This is an optimization exercise on Yosys and OpenROAD, whose aim is small area, a short achievable clock period and few clock cycles, not a production implementation.
Function was checked by simulation only, so behaviour that the tests miss may differ from the original.

File: flow/run.sh
#!/bin/bash
# synth_recipe.tcl (not shown) runs the flow's synth.tcl, then flattens the netlist and writes it again
# the make line also repeats each setting of config.mk as NAME=value (left out here)
make -C /OpenROAD-flow-scripts/flow DESIGN_CONFIG=/design/flow/config.mk WORK_HOME=/design/flow/orfs CLKGATE_MAP_FILE= SYNTH_SCRIPT=/design/flow/synth_recipe.tcl finish
File: flow/config.mk
export PLATFORM = sky130hd
export DESIGN_NAME = sw_top
export DESIGN_NICKNAME = sw_top
export VERILOG_FILES = /design/flow/design.v
export SDC_FILE = /design/flow/constraint.sdc
export NUM_CORES = 4
export LEC_CHECK = 0
export CAP_MARGIN = 20
export CORE_MARGIN = 2
export CORE_UTILIZATION = 40
export SLEW_MARGIN = 20
File: flow/design.v
`timescale 1ns/100ps
`default_nettype none
module sw_pe (
    input  wire                clk,
    input  wire                rst,
    input  wire                i_clear,
    input  wire                i_ref_valid,
    input  wire [1:0]          i_ref_base,
    input  wire [3:0]          i_ref_col,
    input  wire [1:0]          i_read_base,
    input  wire signed [9:0]   i_top_h,
    input  wire signed [9:0]   i_top_f,
    output wire                o_ref_valid,
    output wire [1:0]          o_ref_base,
    output wire [3:0]          o_ref_col,
    output wire                o_valid,
    output wire signed [9:0]   o_h,
    output wire signed [9:0]   o_f,
    output wire [3:0]          o_col
);
    localparam signed [9:0] MATCH_SCORE    = 10'sd1;
    localparam signed [9:0] MISMATCH_SCORE = -10'sd4;
    localparam signed [9:0] GAP_OPEN       = -10'sd6;
    localparam signed [9:0] GAP_EXTEND     = -10'sd1;
    reg                ref_valid_q;
    reg  [1:0]         ref_base_q;
    reg  [3:0]         ref_col_q;
    reg                valid_q;
    reg  signed [9:0]  h_q;
    reg  signed [9:0]  e_q;
    reg  signed [9:0]  f_q;
    reg  [3:0]         col_q;
    reg  signed [9:0]  diag_q;      
    wire signed [9:0]  sub_score;
    wire signed [9:0]  e_open;
    wire signed [9:0]  e_ext;
    wire signed [9:0]  e_gap;
    wire signed [9:0]  e_new;
    wire signed [9:0]  f_open;
    wire signed [9:0]  f_ext;
    wire signed [9:0]  f_gap;
    wire signed [9:0]  f_new;
    wire signed [9:0]  d_new;
    wire signed [9:0]  d_pos;
    wire signed [9:0]  ef_max;
    wire signed [9:0]  h_new;
    assign sub_score = (i_ref_base == i_read_base) ? MATCH_SCORE : MISMATCH_SCORE;
    assign e_open = h_q + GAP_OPEN;
    assign e_ext  = e_q + GAP_EXTEND;
    assign e_gap  = (e_open > e_ext) ? e_open : e_ext;
    assign e_new  = (e_gap > 10'sd0) ? e_gap : 10'sd0;
    assign f_open = i_top_h + GAP_OPEN;
    assign f_ext  = i_top_f + GAP_EXTEND;
    assign f_gap  = (f_open > f_ext) ? f_open : f_ext;
    assign f_new  = (f_gap > 10'sd0) ? f_gap : 10'sd0;
    assign d_new  = diag_q + sub_score;
    assign d_pos  = (10'sd0 > d_new) ? 10'sd0 : d_new;
    assign ef_max = (e_new > f_new) ? e_new : f_new;
    assign h_new  = (d_pos > ef_max) ? d_pos : ef_max;
    always @(posedge clk or posedge rst) begin
        if (rst) begin
            ref_valid_q <= 1'b0;
            ref_base_q  <= 2'd0;
            ref_col_q   <= 4'd0;
            valid_q     <= 1'b0;
            h_q         <= 10'sd0;
            e_q         <= 10'sd0;
            f_q         <= 10'sd0;
            col_q       <= 4'd0;
            diag_q      <= 10'sd0;
        end else if (i_clear) begin
            ref_valid_q <= 1'b0;     
            ref_base_q  <= 2'd0;
            ref_col_q   <= 4'd0;
            valid_q     <= 1'b0;
            h_q         <= 10'sd0;
            e_q         <= 10'sd0;
            f_q         <= 10'sd0;
            col_q       <= 4'd0;
            diag_q      <= 10'sd0;
        end else begin
            ref_valid_q <= i_ref_valid;
            ref_base_q  <= i_ref_base;
            ref_col_q   <= i_ref_col;
            valid_q     <= i_ref_valid;     
            if (i_ref_valid) begin
                h_q   <= h_new;
                e_q   <= e_new;
                f_q   <= f_new;
                col_q <= i_ref_col;
            end
            diag_q <= i_top_h;
        end
    end
    assign o_ref_valid = ref_valid_q;
    assign o_ref_base  = ref_base_q;
    assign o_ref_col   = ref_col_q;
    assign o_valid     = valid_q;
    assign o_h         = h_q;
    assign o_f         = f_q;
    assign o_col       = col_q;
endmodule
`default_nettype wire
`timescale 1ns/100ps
`default_nettype none
module sw_pe_array (
    input  wire              clk,
    input  wire              rst,
    input  wire              i_clear,
    input  wire              i_ref_valid,
    input  wire [1:0]        i_ref_base,
    input  wire [3:0]        i_ref_col,
    input  wire [31:0]       i_read_bases,    
    output wire [15:0]       o_valid,         
    output wire [159:0]      o_h,             
    output wire [63:0]       o_col            
);
    wire [15:0]  link_valid;
    wire [31:0]  link_base;
    wire [63:0]  link_col;
    wire [159:0] f_link;
    genvar r;
    generate
        for (r = 0; r < 16; r = r + 1) begin : g_row
            wire              ref_valid_in;
            wire [1:0]        ref_base_in;
            wire [3:0]        ref_col_in;
            wire signed [9:0] top_h_in;
            wire signed [9:0] top_f_in;
            if (r == 0) begin : g_first
                assign ref_valid_in = i_ref_valid;
                assign ref_base_in  = i_ref_base;
                assign ref_col_in   = i_ref_col;
                assign top_h_in     = 10'sd0;      
                assign top_f_in     = 10'sd0;
            end else begin : g_chain
                assign ref_valid_in = link_valid[r-1];
                assign ref_base_in  = link_base[2*r-1:2*r-2];
                assign ref_col_in   = link_col[4*r-1:4*r-4];
                assign top_h_in     = o_h[10*r-1:10*r-10];
                assign top_f_in     = f_link[10*r-1:10*r-10];
            end
            sw_pe sw_pe_i (
                .clk         (clk),
                .rst         (rst),
                .i_clear     (i_clear),
                .i_ref_valid (ref_valid_in),
                .i_ref_base  (ref_base_in),
                .i_ref_col   (ref_col_in),
                .i_read_base (i_read_bases[2*r+1:2*r]),
                .i_top_h     (top_h_in),
                .i_top_f     (top_f_in),
                .o_ref_valid (link_valid[r]),
                .o_ref_base  (link_base[2*r+1:2*r]),
                .o_ref_col   (link_col[4*r+3:4*r]),
                .o_valid     (o_valid[r]),
                .o_h         (o_h[10*r+9:10*r]),
                .o_f         (f_link[10*r+9:10*r]),
                .o_col       (o_col[4*r+3:4*r])
            );
        end
    endgenerate
endmodule
`default_nettype wire
`timescale 1ns/100ps
`default_nettype none
module sw_max_tracker (
    input  wire          clk,
    input  wire          rst,
    input  wire          i_clear,
    input  wire [15:0]   i_valid,
    input  wire [159:0]  i_h,
    input  wire [63:0]   i_col,
    input  wire          i_scan,
    input  wire [4:0]    i_read_len,
    output wire          o_scan_done,
    output wire [17:0]   o_best           
);
    reg  [159:0]       row_h_q;
    reg  [159:0]       row_h_d;
    reg  [63:0]        row_col_q;
    reg  [63:0]        row_col_d;
    reg  [3:0]         scan_row;
    wire [4:0]         scan_last;
    reg  signed [9:0]  best_score;
    reg  [3:0]         best_row;
    reg  [3:0]         best_col;
    wire signed [9:0]  scan_h;
    wire [3:0]         scan_col;
    integer r;
    always @(*) begin
        row_h_d = row_h_q;
        row_col_d = row_col_q;
        for (r = 0; r < 16; r = r + 1) begin
            if (i_valid[r] && ($signed(i_h[10*r +: 10]) > $signed(row_h_q[10*r +: 10]))) begin
                row_h_d[10*r +: 10] = i_h[10*r +: 10];
                row_col_d[4*r +: 4] = i_col[4*r +: 4];
            end
        end
    end
    always @(posedge clk) begin
        if (i_clear) begin
            row_h_q <= 160'd0;
            row_col_q <= 64'd0;
        end else begin
            row_h_q <= row_h_d;
            row_col_q <= row_col_d;
        end
    end
    assign scan_last = i_read_len - 1'b1;
    assign o_scan_done = i_scan && ({1'b0, scan_row} == scan_last);
    assign scan_h = row_h_d[10*scan_row +: 10];
    assign scan_col = row_col_d[4*scan_row +: 4];
    always @(posedge clk or posedge rst) begin
        if (rst) begin
            best_score <= 10'sd0;
            best_row <= 4'd0;
            best_col <= 4'd0;
            scan_row <= 4'd0;
        end else if (i_clear) begin
            best_score <= 10'sd0;    
            best_row <= 4'd0;
            best_col <= 4'd0;
            scan_row <= 4'd0;
        end else if (i_scan) begin
            if (scan_h > best_score) begin     
                best_score <= scan_h;
                best_row <= scan_row;
                best_col <= scan_col;
            end
            scan_row <= o_scan_done ? 4'd0 : scan_row + 1'b1;
        end
    end
    assign o_best = {best_score, best_row, best_col};
endmodule
`default_nettype wire
`timescale 1ns/100ps
`default_nettype none
module sw_controller (
    input  wire          clk,
    input  wire          rst,
    input  wire          i_valid,
    input  wire [73:0]   i_job,
    input  wire          i_ready,
    input  wire          i_scan_done,
    output wire          o_ready,
    output wire          o_clear,
    output wire          o_ref_valid,
    output wire [1:0]    o_ref_base,
    output wire [3:0]    o_ref_col,
    output wire [31:0]   o_read_bases,    
    output wire [4:0]    o_read_len,
    output wire          o_scan,
    output wire          o_valid
);
    localparam [2:0] ST_IDLE    = 3'd0;
    localparam [2:0] ST_LOAD    = 3'd1;
    localparam [2:0] ST_COMPUTE = 3'd2;
    localparam [2:0] ST_SCAN    = 3'd3;
    localparam [2:0] ST_DONE    = 3'd4;
    reg  [2:0]   state_q;
    reg  [5:0]   step_q;      
    wire [5:0]   last_step;
    reg  [31:0]  ref_shift;
    reg  [31:0]  read_q;
    reg  [4:0]   ref_len_q;
    reg  [4:0]   read_len_q;
    wire         accept;
    assign accept = (state_q == ST_IDLE) && i_valid;
    assign last_step = {1'b0, ref_len_q} + {1'b0, read_len_q} - 6'd2;
    always @(posedge clk or posedge rst) begin
        if (rst) begin
            state_q <= ST_IDLE;
            step_q <= 6'd0;
        end else begin
            case (state_q)
                ST_IDLE: begin
                    if (accept)
                        state_q <= ST_LOAD;
                end
                ST_LOAD: begin
                    step_q <= 6'd0;
                    state_q <= ST_COMPUTE;
                end
                ST_COMPUTE: begin
                    step_q <= step_q + 1'b1;
                    if (step_q == last_step)
                        state_q <= ST_SCAN;
                end
                ST_SCAN: begin
                    if (i_scan_done)
                        state_q <= ST_DONE;
                end
                ST_DONE: begin
                    if (i_ready)
                        state_q <= ST_IDLE;
                end
                default: state_q <= ST_IDLE;
            endcase
        end
    end
    integer r;
    always @(posedge clk) begin
        if (accept) begin
            ref_shift <= i_job[73:42];
            ref_len_q <= i_job[9:5];
            read_len_q <= i_job[4:0];
            for (r = 0; r < 16; r = r + 1)
                read_q[2*r +: 2] <= i_job[10 + 2*(15-r) +: 2];
        end else if (state_q == ST_COMPUTE) begin
            ref_shift <= {ref_shift[29:0], 2'b00};
        end
    end
    assign o_ref_valid = (state_q == ST_COMPUTE) && (step_q < {1'b0, ref_len_q});
    assign o_ref_base = ref_shift[31:30];
    assign o_ref_col = step_q[3:0];
    assign o_ready = (state_q == ST_IDLE);
    assign o_clear = (state_q == ST_LOAD);
    assign o_scan = (state_q == ST_SCAN);
    assign o_valid = (state_q == ST_DONE);
    assign o_read_bases = read_q;
    assign o_read_len = read_len_q;
endmodule
`default_nettype wire
`timescale 1ns/100ps
`default_nettype none
module sw_top (
    input  wire          clk,
    input  wire          rst,
    input  wire          i_valid,
    input  wire [73:0]   i_job,
    input  wire          i_ready,
    output wire          o_ready,
    output wire          o_valid,
    output wire [17:0]   o_result
);
    wire          clear;
    wire          ref_valid;
    wire [1:0]    ref_base;
    wire [3:0]    ref_col;
    wire [31:0]   read_bases;
    wire [4:0]    read_len;
    wire          scan;
    wire          scan_done;
    wire [15:0]   cell_valid;
    wire [159:0]  cell_h;
    wire [63:0]   cell_col;
    sw_controller sw_controller_i (
        .clk          (clk),
        .rst          (rst),
        .i_valid      (i_valid),
        .i_job        (i_job),
        .i_ready      (i_ready),
        .i_scan_done  (scan_done),
        .o_ready      (o_ready),
        .o_clear      (clear),
        .o_ref_valid  (ref_valid),
        .o_ref_base   (ref_base),
        .o_ref_col    (ref_col),
        .o_read_bases (read_bases),
        .o_read_len   (read_len),
        .o_scan       (scan),
        .o_valid      (o_valid)
    );
    sw_pe_array sw_pe_array_i (
        .clk          (clk),
        .rst          (rst),
        .i_clear      (clear),
        .i_ref_valid  (ref_valid),
        .i_ref_base   (ref_base),
        .i_ref_col    (ref_col),
        .i_read_bases (read_bases),
        .o_valid      (cell_valid),
        .o_h          (cell_h),
        .o_col        (cell_col)
    );
    sw_max_tracker sw_max_tracker_i (
        .clk          (clk),
        .rst          (rst),
        .i_clear      (clear),
        .i_valid      (cell_valid),
        .i_h          (cell_h),
        .i_col        (cell_col),
        .i_scan       (scan),
        .i_read_len   (read_len),
        .o_scan_done  (scan_done),
        .o_best       (o_result)     
    );
endmodule
`default_nettype wire
File: flow/constraint.sdc
create_clock -name core_clock -period 10.0 [get_ports {clk}]
set_input_delay 2.0000 -clock core_clock [delete_from_list [all_inputs] [get_ports {clk}]]
set_output_delay 2.0000 -clock core_clock [all_outputs]
set_load 0.01 [all_outputs]
==> run notes <==
-- critical path: cells and delay by family (launching register included) --
family | cells | cell delay [ns]
flops | 1 | 0.51
simple gates | 10 | 2.56
xor+xnor | 1 | 0.29
buf+inv | 3 | 0.56
fa+ha+maj | 3 | 1.04
compound gates | 13 | 2.69
mux | 1 | 0.47
-- metal layers --
metal  vias to the layer above  routed length (µm)  GRT usage, %
met5                         -                   0             0
met4                         0                9610          9.02
met3                       422               12600          2.95
met2                      1997              114000          38.5
met1                     33500              110000          31.7
li1                      32700                   -             -
-- worst paths after layout --
check | to | cells after the start
worst max register to register | sw_pe_array_i.g_row[14].sw_pe_i.h_q[8] | 31
worst max-delay path | sw_pe_array_i.g_row[14].sw_pe_i.h_q[8] | 31
min in group asynchronous | sw_pe_array_i.g_row[9].sw_pe_i.e_q[8] | 2
max in group asynchronous | sw_pe_array_i.g_row[3].sw_pe_i.diag_q[4] | 4
worst min register to register | sw_pe_array_i.g_row[5].sw_pe_i.ref_col_q[1] | 1
worst min-delay path | sw_pe_array_i.g_row[5].sw_pe_i.ref_col_q[1] | 1
-- layout by cell type (no fill, tap or decap), drive strengths merged, types with 302 or more instances in the layout --
| cell type | count |
|---|---|
| nor2 | 1053 |
| ha | 939 |
| dfrtp | 811 |
| inv | 624 |
| nand2 | 551 |
| a21oi | 454 |
| mux2i | 390 |
| o21ai | 363 |
| xnor2 | 303 |
| and2 | 302 |
-- flip-flops by register name, summed over array words and instances, names as in the netlist, 60 cells and up --
signal and flops:
sw_max_tracker_i.row_h_q 160, sw_pe_array_i.g_row.sw_pe_i.e_q 160, sw_pe_array_i.g_row.sw_pe_i.h_q 160, sw_pe_array_i.g_row.sw_pe_i.diag_q 150, sw_pe_array_i.g_row.sw_pe_i.f_q 140, sw_max_tracker_i.row_col_q 64
sw_pe_array_i.g_row.sw_pe_i.col_q 64, sw_pe_array_i.g_row.sw_pe_i.ref_col_q 60
-- logic make-up (layout without fill, tap and decap cells) --
| kind of cell | Yosys count | after routing | share of synthesized area, % |
|---|---|---|---|
| simple gates | 3111 | 3111 | 19.2 |
| compound gates | 1962 | 1962 | 16.3 |
| flops | 1109 | 1109 | 33.6 |
| fa+ha+maj | 949 | 949 | 14.7 |
| buf+inv | 943 | 1059 | 4.52 |
| xor+xnor | 525 | 525 | 5.77 |
| mux | 461 | 461 | 5.90 |
| other cells | 2 | 30 | 0.00934 |
-- final cells by class --
type | instances | area (µm²)
Sequential cell | 1109 | 27000
Timing Repair Buffer | 187 | 1720
Clock inverter | 65 | 827
Inverter | 622 | 2340
Clock buffer | 185 | 3840
Fill cell | 19400 | 111000
Tap cell | 2656 | 3320
Multi-Input combinational cell | 7038 | 50000
-- metrics by stage --
| step | setup WS, ns | std cells |
|---|---|---|
| after global routing | 1.02 | 11900 |
| after detailed placement | 1.84 | 11600 |
| final | 1.68 | 11900 |
| after floorplan | -3.13 | 9090 |
| after global placement | 2.01 | 11600 |
| after CTS | 1.75 | 11900 |
==> results_dict.tcl <==
set metrics [dict create \
    cts_hold_buffers 0 \
    ys_dominant_reg_cell "dfrtp_1" \
    fin_util_pct 44.6 \
    hpwl_mm 185 \
    htreeDepth 4 \
    fin_nets 10100 \
    synth_seq_area_share_pct 33.6 \
    rows 164 \
    cts_buffers 135 \
    antenna_found_initial 1 \
    place_congestion 0.930 \
    grt_util_all_layers_pct 23.6 \
    synth.cell_area_um2 80400 \
    min_from "sw_pe_array_i.g_row[4].sw_pe_i.ref_col_q[1]" \
    clockBufferDepth 3 \
    post_dp_cell_area_um2 84400 \
    grt_overflow 0 \
    endpoint_kind "flop" \
    die_x_um 452 \
    hold_slack_ns 0.451 \
    slew_headroom_pct 19.6 \
    slowest_stage "or4_4" \
    cpPeakStageDelay_ns 0.61 \
    max-cap-violations 0 \
    crit_path_start "sw_pe_array_i.g_row[13].sw_pe_i.h_q[5]" \
    via_per_inst 5.78 \
    fin_crit_sh_pct 83.2 \
    r2r_start "sw_pe_array_i.g_row[13].sw_pe_i.h_q[5]" \
    vias 68600 \
    clock_latency_ns 0.79 \
    routed_wl_mm 246 \
    wl_per_cell_um 20.7 \
    final.min_clock_period_ns 8.32 \
    critPathKind "flop to flop" \
    antenna_left 0 \
    start_util_pct 40.2 \
    dr.pass1.iters 9 \
    die-area_um2 205000 \
    ys_async_sr_fraction_pct 73.1 \
    grt_pass1_wl_mm 387 \
    area_growth_pct 10.8 \
    crit_fanout 12 \
    diodes 0 \
    netlist_instances 9062 \
    drt-initial-drc-count 5004 \
    cpMostUsedCell "o21ai_0" \
    worstHoldPathType "flop to flop" \
    clock_sinks 1109 \
    synth_cell_types 124 \
    die_y_um 452 \
    cp_data_arrival_time_ns 8.95 \
    cp-start-kind "flop" \
    clkSlewWorstSetupHoldPaths_ns 0.06 \
    crit_required_ns 10.63 \
    cts_tree "yes" \
    synth_most_common_cell "nor2_1" \
    pin_count 98 \
    tns_ns 0 \
    synth_common_cells "nor2_1, ha_1, dfrtp_1" \
    worst_slew_pin_slew_ns 1.21 \
    finClkSkew_ns 0.0429 \
    ys_warn_count 3 \
    synth.avg_cell_area_um2 8.88 \
    grt_max_degree 160 \
    synth_edf_count 74 \
    synth_top_cell_area_share_pct 25.2 \
    fmax_mhz 120 \
    drc 0 \
    coreArea_um2 200000 \
    synth-seq-cells 1109 \
    grt_pass1_vias 67500 \
    yosys.area.top_type "dfrtp_1" \
    status "no timing/DRC/antenna violations" \
    synth.area.top_cells "dfrtp_1, ha_1, dfxtp_1" \
    rsz0062_at_grt "no" \
    final-hold-violation-count 0 \
    fin_area_um2 89100 \
    post_cts_buffers 0 \
    root_buffer "clkbuf_16" \
    final_max_slew_viol_count 0 \
    rrSetupSlack_ns 1.68 \
    drive_gt1_share_pct 5.66 \
    cts_resized 0 \
    port_buffers 97 \
    setup-violations-final 0 \
]
Testbench counts, summed over its fixed seeds: cycles 51,438.

## afterwards: timing with drivers on the ports
How much do the figures lean on ideal ports? The routed layout below was timed once more, with nothing changed but the port constraints.
Step 1 assumes that a clkbuf_16 drives the clock port and a buf_2 every other input.
Step 2 moves the port delays by t, midway between the first and last clock arrival at a register: inputs arrive t later, outputs are due t later. That takes back most of the time a late clock gives input paths.
Three values: no drivers, after step 1, after step 2; two values: the first two.
t (ns): 0.860
slack for setup (ns): 1.678 / 1.678 / 1.678
latest minus earliest clock arrival (ns): 0.049 / 0.050
worst slew at a driven data input, ns: 0.07
cell pins on the clock port's net: 1
After both steps this run still meets setup and hold. The setup slack of this run moves by 0.000 ns with the drivers and by 0.000 ns with both steps.
